This design comes from an exercise in tuning for small area on the open sky130 flow, not from production work. Function was checked by simulation only, so behaviour that the tests miss may differ from the original.

## flow/design.v (module list and top-level ports; edited modules follow where they fit)
// module guided_stats_top: 2351 lines
module guided_stats_top
(
	input  logic        clk,
	input  logic        rst_n,
	input  logic        in_valid,
	input  logic [7:0]  pix_i,
	input  logic [7:0]  pix_p,
	input  logic [7:0]  old_i,
	input  logic [7:0]  old_p,
	output logic        out_valid,
	output logic [11:0] sum_i,
	output logic [11:0] sum_p,
	output logic [41:0] var_num,
	output logic [41:0] cov_num
);
  // ...
==> flow/flow/run.sh <==
#!/bin/bash
# Own layout flow: the standard flow (standard.sh) with three changes:
#  - synthesis runs Yosys's synth without its early ABC pass (-noabc), so the explicit
#    full-adder trees of the RTL reach extract_fa as written;
#  - flow/polarity.py then re-picks the polarity of full adders and 2-input gates in the
#    synthesized netlist to drop inverters (registers and ports untouched);
#  - the ports are buffered with buf_1 cells.
set -euo pipefail
work=$(pwd)
res="$work/orfs/results/${FLOW_PLATFORM:-sky130hd}/guided_stats_top/base"
sed 's/yosys synth -nofsm -noshare/yosys synth -nofsm -noshare -noabc/' synth_recipe.tcl > "$work/flow_synth.tcl"
grep -q -- '-noabc' "$work/flow_synth.tcl"
bash standard.sh SYNTH_SCRIPT="$work/flow_synth.tcl" synth > "$work/synth.log" 2>&1
cp "$res/1_2_yosys.v" "$work/yosys_netlist.v"
python3 "$work/flow/polarity.py" "$work/yosys_netlist.v" "$res/1_2_yosys.v" > "$work/polarity.log" 2>&1
rm -f "$res/1_synth.odb"
bash standard.sh BUFFER_PORTS_ARGS="-buffer_cell sky130_fd_sc_hd__buf_1" > "$work/layout.log" 2>&1
==> flow/flow/polarity.py <==
#!/usr/bin/env python3
"""Inverter clean-up on a flat Yosys netlist of sky130hd cells.

A full adder is self-dual: FA(~a, ~b, ~c) = (~sum, ~cout), so any full adder may be "flipped"
(all inputs and outputs taken in the other polarity) without changing its cell. A 2-input
AND/NAND/OR/NOR gate may take its output in the other polarity and/or both inputs in the other
polarity by becoming another of the four (De Morgan), and XOR2/XNOR2 may swap for each other.
This script chooses those polarities (simulated annealing) to need as little inverter and gate
area as it can, removes every inverter of the netlist and adds back one inverter per signal
whose complement is still needed. Registers, ports and every other cell are left as they are.

usage: polarity.py IN.v OUT.v
"""
import math
import random
import re
import sys

P = "sky130_fd_sc_hd__"
INV = 3.7536
AREA = {"and2_1": 6.256, "nand2_1": 3.7536, "or2_1": 6.256, "nor2_1": 3.7536,
        "xor2_1": 8.7584, "xnor2_1": 8.7584}
# (input polarity, output polarity) -> cell, relative to the original cell's function
GATE = {
    "and2_1": {(0, 0): "and2_1", (0, 1): "nand2_1", (1, 0): "nor2_1", (1, 1): "or2_1"},
    "nand2_1": {(0, 0): "nand2_1", (0, 1): "and2_1", (1, 0): "or2_1", (1, 1): "nor2_1"},
    "or2_1": {(0, 0): "or2_1", (0, 1): "nor2_1", (1, 0): "nand2_1", (1, 1): "and2_1"},
    "nor2_1": {(0, 0): "nor2_1", (0, 1): "or2_1", (1, 0): "and2_1", (1, 1): "nand2_1"},
    "xor2_1": {(0, 0): "xor2_1", (0, 1): "xnor2_1"},
    "xnor2_1": {(0, 0): "xnor2_1", (0, 1): "xor2_1"},
}
OUT_PINS = {"X", "Y", "Q", "Q_N", "SUM", "COUT", "HI", "LO"}


def norm(s):
    return " ".join(s.split())


def out(net):
    return net + " " if net.startswith("\\") else net


def is_const(net):
    return re.match(r"^\d*'[bh]", net) is not None


def main():
    src, dst = sys.argv[1], sys.argv[2]
    text = open(src).read()
    m = re.search(r"^module\s.*?;\n", text, re.S | re.M)
    head_end = m.end()
    end = text.rindex("endmodule")
    body = text[head_end:end]

    cell_re = re.compile(r"^\s*(" + P + r"\w+)\s+(\S+)\s*\((.*?)\);\s*$", re.S | re.M)
    pin_re = re.compile(r"\.(\w+)\(([^()]*)\)")
    assign_re = re.compile(r"^\s*assign\s+(.*?)\s*=\s*(.*?);\s*$", re.M)

    cells = []  # [type, name, [(pin, net)]]
    for cm in cell_re.finditer(body):
        pins = [(p, norm(n)) for p, n in pin_re.findall(cm.group(3))]
        cells.append([cm.group(1)[len(P):], cm.group(2), pins])
    assigns = [(norm(a), norm(b)) for a, b in assign_re.findall(body)]
    others = assign_re.sub("", cell_re.sub("", body))
    decl_lines = [l for l in others.split("\n") if l.strip()]

    ports = set()
    for l in decl_lines:
        mm = re.match(r"\s*output\s+(?:\[(\d+):(\d+)\]\s*)?(\S+);", l)
        if mm:
            if mm.group(1):
                for i in range(int(mm.group(2)), int(mm.group(1)) + 1):
                    ports.add(f"{mm.group(3)}[{i}]")
            else:
                ports.add(mm.group(3))

    invs = {ci for ci, c in enumerate(cells) if c[0] == "inv_1"}
    inv_in = {}
    for ci in invs:
        d = dict(cells[ci][2])
        inv_in[d["Y"]] = d["A"]

    def root(net):
        par = 0
        while net in inv_in:
            net = inv_in[net]
            par ^= 1
        return net, par

    driver = {}
    for ci, (t, n, pins) in enumerate(cells):
        for p, net in pins:
            if p in OUT_PINS:
                driver[net] = ci

    # variables
    nv = 0
    out_var = {}   # cell -> var of its output polarity (fa flip / gate output)
    in_var = {}    # cell -> var of its input polarity (fa flip / gate inputs)
    gate_cells = []
    for ci, (t, n, pins) in enumerate(cells):
        drives_port = any(p in OUT_PINS and net in ports for p, net in pins)
        if t == "fa_1":
            if drives_port:
                continue
            out_var[ci] = in_var[ci] = nv
            nv += 1
        elif t in GATE:
            gate_cells.append(ci)
            if not drives_port:
                out_var[ci] = nv
                nv += 1
            if (1, 0) in GATE[t] and not any(is_const(net) for p, net in pins if p not in OUT_PINS):
                in_var[ci] = nv
                nv += 1
    val = [0] * nv

    loads = {}  # root -> list of (var or -1, parity)
    def add_load(net, var):
        if is_const(net):
            return
        r, par = root(net)
        loads.setdefault(r, []).append((var, par))
    for ci, (t, n, pins) in enumerate(cells):
        if ci in invs:
            continue
        for p, net in pins:
            if p not in OUT_PINS:
                add_load(net, in_var.get(ci, -1))
    for lhs, rhs in assigns:
        add_load(rhs, -1)
    port_inv = [dict(cells[ci][2])["Y"] for ci in invs if dict(cells[ci][2])["Y"] in ports]
    for y in port_inv:
        add_load(y, -1)

    def phys(r):
        ci = driver.get(r)
        if ci is None or ci not in out_var:
            return 0
        return val[out_var[ci]]

    def root_cost(r):
        ph = phys(r)
        for var, par in loads.get(r, ()):
            if par ^ (val[var] if var >= 0 else 0) != ph:
                return INV
        return 0.0

    def gate_cost(ci):
        t = cells[ci][0]
        iv = val[in_var[ci]] if ci in in_var else 0
        ov = val[out_var[ci]] if ci in out_var else 0
        return AREA[GATE[t][(iv, ov)]]

    # what each variable touches
    var_roots = [set() for _ in range(nv)]
    var_gates = [set() for _ in range(nv)]
    for r, ls in loads.items():
        for var, par in ls:
            if var >= 0:
                var_roots[var].add(r)
    for ci, v in out_var.items():
        for p, net in cells[ci][2]:
            if p in OUT_PINS:
                var_roots[v].add(net)
    for ci in gate_cells:
        for v in (in_var.get(ci), out_var.get(ci)):
            if v is not None:
                var_gates[v].add(ci)
    var_roots = [list(s) for s in var_roots]
    var_gates = [list(s) for s in var_gates]

    all_roots = set(loads)
    for v in range(nv):
        all_roots.update(var_roots[v])

    def total():
        return sum(root_cost(r) for r in all_roots) + sum(gate_cost(ci) for ci in gate_cells)

    def local(v):
        return sum(root_cost(r) for r in var_roots[v]) + sum(gate_cost(ci) for ci in var_gates[v])

    start = total()
    cur = start
    best, best_val = cur, list(val)
    rng = random.Random(12345)
    iters = int(sys.argv[3]) * max(nv, 1) if len(sys.argv) > 3 else 300 * max(nv, 1)
    T0, T1 = 3.0, 0.05
    for k in range(iters if nv else 0):
        T = T0 * (T1 / T0) ** (k / iters)
        v = rng.randrange(nv)
        before = local(v)
        val[v] ^= 1
        d = local(v) - before
        if d <= 0 or rng.random() < math.exp(-d / T):
            cur += d
            if cur < best - 1e-9:
                best, best_val = cur, list(val)
        else:
            val[v] ^= 1
    val[:] = best_val
    # greedy polish
    improved = True
    while improved:
        improved = False
        for v in range(nv):
            before = local(v)
            val[v] ^= 1
            if local(v) < before - 1e-9:
                improved = True
            else:
                val[v] ^= 1
    best = total()
    print(f"polarity: {len(invs)} inverters before; area of inverters and 2-input gates "
          f"{start:.1f} -> {best:.1f}", file=sys.stderr)

    # rewrite
    newnets, new_cells, neg = [], [], {}
    def net_for(r, q):
        if q == phys(r):
            return r
        if r not in neg:
            k = len(neg) + 1
            nm = f"_pol{k}_"
            newnets.append(nm)
            neg[r] = nm
            new_cells.append(["inv_1", f"_polinv{k}_", [("A", r), ("Y", nm)]])
        return neg[r]

    def conn(net, flip):
        if is_const(net):
            if not flip:
                return net
            v = net.split("'")[1][1:]
            assert v in ("0", "1"), net
            return "1'b" + ("0" if v == "1" else "1")
        r, par = root(net)
        return net_for(r, par ^ flip)

    out_cells = []
    for ci, (t, n, pins) in enumerate(cells):
        if ci in invs:
            continue
        flip = val[in_var[ci]] if ci in in_var else 0
        newpins = [(p, net) if p in OUT_PINS else (p, conn(net, flip)) for p, net in pins]
        tt = t
        if t in GATE:
            ov = val[out_var[ci]] if ci in out_var else 0
            tt = GATE[t][(flip, ov)]
            op = "Y" if tt.startswith(("nand", "nor", "xnor")) else "X"
            newpins = [(op if p in ("X", "Y") else p, net) for p, net in newpins]
        out_cells.append([tt, n, newpins])
    new_assigns = [(lhs, conn(rhs, 0)) for lhs, rhs in assigns]
    for y in port_inv:
        r, par = root(y)
        new_assigns.append((y, net_for(r, par)))
    out_cells += new_cells

    lines = [text[:head_end]] + decl_lines + [f"  wire {nm};" for nm in newnets]
    for t, n, pins in out_cells:
        pl = ",\n".join(f"    .{p}({out(net)})" for p, net in pins)
        lines.append(f"  {P}{t} {n} (\n{pl}\n  );")
    for lhs, rhs in new_assigns:
        lines.append(f"  assign {out(lhs)} = {out(rhs)};")
    lines.append("endmodule\n")
    open(dst, "w").write("\n".join(lines))
    print(f"polarity: {len(neg)} inverters after", file=sys.stderr)


main()
==> flow/standard.sh <==
#!/bin/bash
# synth_recipe.tcl (not shown) runs the flow's synth.tcl, then flattens the netlist and writes it again
# the make line also repeats each setting of config.mk as NAME=value (left out here)
make -C /OpenROAD-flow-scripts/flow DESIGN_CONFIG=/design/flow/config.mk WORK_HOME=/design/flow/orfs CLKGATE_MAP_FILE= SYNTH_SCRIPT=/design/flow/synth_recipe.tcl "${@:-finish}"
==> flow/config.mk <==
export PLATFORM = sky130hd
export DESIGN_NAME = guided_stats_top
export DESIGN_NICKNAME = guided_stats_top
export VERILOG_FILES = /design/flow/design.v
export SDC_FILE = /design/flow/constraint.sdc
export NUM_CORES = 4
export LEC_CHECK = 0
export CAP_MARGIN = 20
export CORE_MARGIN = 2
export CORE_UTILIZATION = 40
export CTS_BUF_LIST = sky130_fd_sc_hd__clkbuf_16
export CTS_CLUSTER_DIAMETER = 100
export CTS_CLUSTER_SIZE = 30
export SLEW_MARGIN = 20
==> flow/constraint.sdc <==
create_clock -name core_clock -period 10.0 [get_ports {clk}]
set_input_delay 2.0000 -clock core_clock [delete_from_list [all_inputs] [get_ports {clk}]]
set_output_delay 2.0000 -clock core_clock [all_outputs]
set_load 0.01 [all_outputs]
==> run_results.csv, run 1 <==
group,metric,value,unit
layout,layout-drive-gt1-share,4.95,%
timing,worst_slew_pin_slew,0.883,ns
layout,final_cell_count_no_fill,3832,
layout,finalNetCount,3355,
grt,gr-usage-met3,1.44,%
clock_network,hold_buffers,0,
place,dp.cells,3783,
setup_path,crit_top_cell,"fa_2",
clock_network,clkTransAtPathRegs,0.11,ns
clock_network,cts_made_buffers,25,
detailed_routing,top_layer,"met4",
layout,fillers,7851,
detailed_routing,detail-route-antenna-nets,0,
setup_path,worst-path-stages,21,
synthesis,netlist_area,35500,µm²
clock_network,cts_buffer_depth,3,
layout,nonClkBufAreaFrac,2.27,%
timing,final.setup.worst_slack,0.285,ns
layout,syn_to_final_growth,7.55,%
layout,sh_seq_area,42.8,%
grt,grt_start_max_net_pins,154,
synthesis,synth_warnings,3,
outcome,outcome,"timing/DRC/antenna clean",
setup_path,cpMaxStageDelayCell,"fa_1",
setup_path,reg2reg_to,"w_ip[17]",
detailed_routing,wirelength,72500,µm
layout,multi_input_area,18100,µm²
timing,whs,0.418,ns
timing,setup_tns,0,ns
detailed_routing,via_per_inst,5.02,
setup_path,crit_end,"var_num[20]",
place,post-place-ws,-0.297,ns
timing,skew,0.0233,ns
==> inputs of run 2 (changes only) <==
--- a/flow/config.mk
+++ b/flow/config.mk
@@ -9,6 +9,3 @@
 export CORE_MARGIN = 2
 export CORE_UTILIZATION = 40
-export CTS_BUF_LIST = sky130_fd_sc_hd__clkbuf_16
-export CTS_CLUSTER_DIAMETER = 100
-export CTS_CLUSTER_SIZE = 30
 export SLEW_MARGIN = 20
==> run_results.csv, run 2 <==
group,metric,value,unit
timing,maxSlewHeadroom,40.9,%
clock_network,cts_tree,"done",
layout,antenna_cells,0,
timing,worst_slew_pin_slew,0.886,ns
synthesis,synth_warnings,3,
detailed_routing,detail-route-antenna-nets,0,
floorplanning,die_height,302,µm
grt,grt_pass1_vias,21200,
floorplanning,core,88200,µm²
timing,whs,0.411,ns
clock_network,htreeDepth,2,
timing,fin_crit,9.74,ns
grt,grt-ovfl-total,0,
outcome,outcome,"timing/DRC/antenna clean",
timing,hold_violations,0,
grt,grt_pass1_wl,117000,µm
synthesis,netlist_area,35500,µm²
floorplanning,die_w,302,µm
place,dp_hpwl,56800,µm
setup_path,start_kind,"register",
detailed_routing,dr.pass1.iters,5,
detailed_routing,vias,19400,
floorplanning,row_count,109,
min_path,hold_path_class,"register to register",
clock_network,clk_latency,0.63,ns
detailed_routing,via_per_inst,5.01,
setup_path,critPathKind,"register to output pin",
layout,final_common_cell,"fa_1",
timing,drv_slew,0,
setup_path,cp.arrival,7.74,ns
detailed_routing,remaining_drc_errors,0,
layout,layout-drive-gt1-share,6.47,%
timing,fmax,103,MHz
clock_network,cts_buffer_depth,3,
synthesis,syn_inst,2545,
clock_network,cts_sinks,566,
clock_network,root_buffer,"clkbuf_16",
place,portBuffers,105,
detailed_routing,drt_first_iter_violations,1264,
layout,top_regs,"lb_i: 192 flops, lb_p: 192 flops",
clock_network,cts_made_buffers,55,
place,post-place-ws,-0.297,ns
clock_network,clkTransAtPathRegs,0.06,ns
grt,grt_start_max_net_pins,154,
grt,grt_util_all_layers,16.4,%
run,maxCapViolations,0,
layout,finalNetCount,3384,
synthesis,synth.avg_cell_area,14.0,µm²
floorplanning,ioPinCount,144,
layout,fillers,7774,
timing,period_share,97.4,%
floorplanning,die_area,91200,µm²
floorplanning,start_util,40.3,%
grt,antenna_found_initial,0,
timing,skew,0.0328,ns
detailed_routing,wire_per_inst,18.8,µm
layout,final_cell_mix,"fa_1, edfxtp_1, nor2_1",
setup_path,required,8.00,ns
place,gp_congestion,0.850,
setup_path,endpoint_kind,"output pin",
timing,final.setup.worst_slack,0.258,ns
setup_path,cp_max_fo,3,
detailed_routing,wirelength,73100,µm
layout,syn_to_final_growth,10.2,%
timing,setup_violations,0,
-- run 2: stage by stage --
step / instances / TNS [ns] / area, µm² / util, %
floorplan: 2566 / 0 / 35600 / -
global placement: 3783 / -0.493 / 37300 / 42.3
detailed placement: 3783 / -0.489 / 37300 / 42.3
CTS: 3884 / 0 / 39100 / 44.3
global route: 3885 / -0.0169 / 39100 / 44.4
finish: 3885 / 0 / 39100 / 44.4
-- run 2: layer usage --
| metal | up-vias | track usage (%) | wire [µm] |
|---|---|---|---|
| met5 | - | 0 | 0 |
| met3 | 125 | 1.92 | 2850 |
| met4 | 0 | 4.86 | 1830 |
| met1 | 10100 | 23.1 | 33800 |
| li1 | 8750 | - | - |
| met2 | 491 | 26.9 | 34600 |
-- run 2: repair_timing --
action | CTS | global route
pin swaps | 12 | 23
buffers inserted | 1 | 2
setup endpoints to repair | 3 | 2
resized for setup | 21 | 12
hold buffers | 0 | 0
gates cloned | 0 | 0
-- run 2: layout make-up --
cell class,count,area (µm²),share of cell area [%]
tap,1165,1460,3.72
multi-input combinational,1728,18100,46.4
sequential,566,16300,41.7
clock inverter,24,235,0.601
clock buffer,76,1490,3.79
inverter,164,616,1.57
timing repair buffer,162,863,2.21
-- run 2: final timing paths --
kind,cells past startpoint,endpoint,start,slack [ns]
max reg2reg,25,w_ip[17],lb_i[11][1],0.66
max,21,var_num[20],w_ii[0],0.26
max in group asynchronous,1,col[2],rst_n,8.36
min in group asynchronous,1,row[2],rst_n,1.32
min reg2reg,0,lb_i[6][4],lb_i[5][4],0.41
min,0,lb_i[6][4],lb_i[5][4],0.41
-- run 2: worst max-delay path, stage by stage (launching register included) --
cell	delay, ns
dfxtp_4	0.37
nand2_1	0.08
fa_1	0.56
fa_1	0.43
fa_2	0.36
fa_2	0.37
fa_2	0.35
fa_2	0.37
fa_2	0.35
fa_2	0.39
fa_2	0.39
fa_2	0.38
fa_2	0.35
fa_2	0.35
fa_2	0.35
fa_2	0.35
fa_2	0.35
fa_2	0.36
xnor2_2	0.14
xnor2_1	0.19
xnor2_1	0.13
buf_2	0.15

## static timing again, ports no longer ideal
Ports are ideal in the flow. The routed layouts listed here were re-timed in OpenROAD. Step 1 (the two cells are an assumption about what drives the block):
set clk [get_ports {clk}]
set_driving_cell -lib_cell sky130_fd_sc_hd__clkbuf_16 $clk
set_driving_cell -lib_cell sky130_fd_sc_hd__buf_2 [delete_from_list [all_inputs] $clk]
Step 2 adds t to the input delays and takes it off the output delays; t is the mean of the earliest and latest rising clock arrival at the registers after step 1. Input paths then give back, and output paths get back, about the clock's delay inside the block. Slacks: ideal / step 1 / step 2; pairs: ideal / step 1.
run	t, ns	slack for setup (ns)	worst slew at a driven data input, ns	pins driven straight from the clock port
run 1	0.651	0.285 / 0.227 / 0.268	0.06	1
run 2	0.673	0.258 / 0.198 / 0.238	0.06	1
After both steps setup and hold are still met in every run listed. For run 2, which loses most, drivers alone change the setup slack by -0.060 ns; drivers and shift together by -0.020 ns.
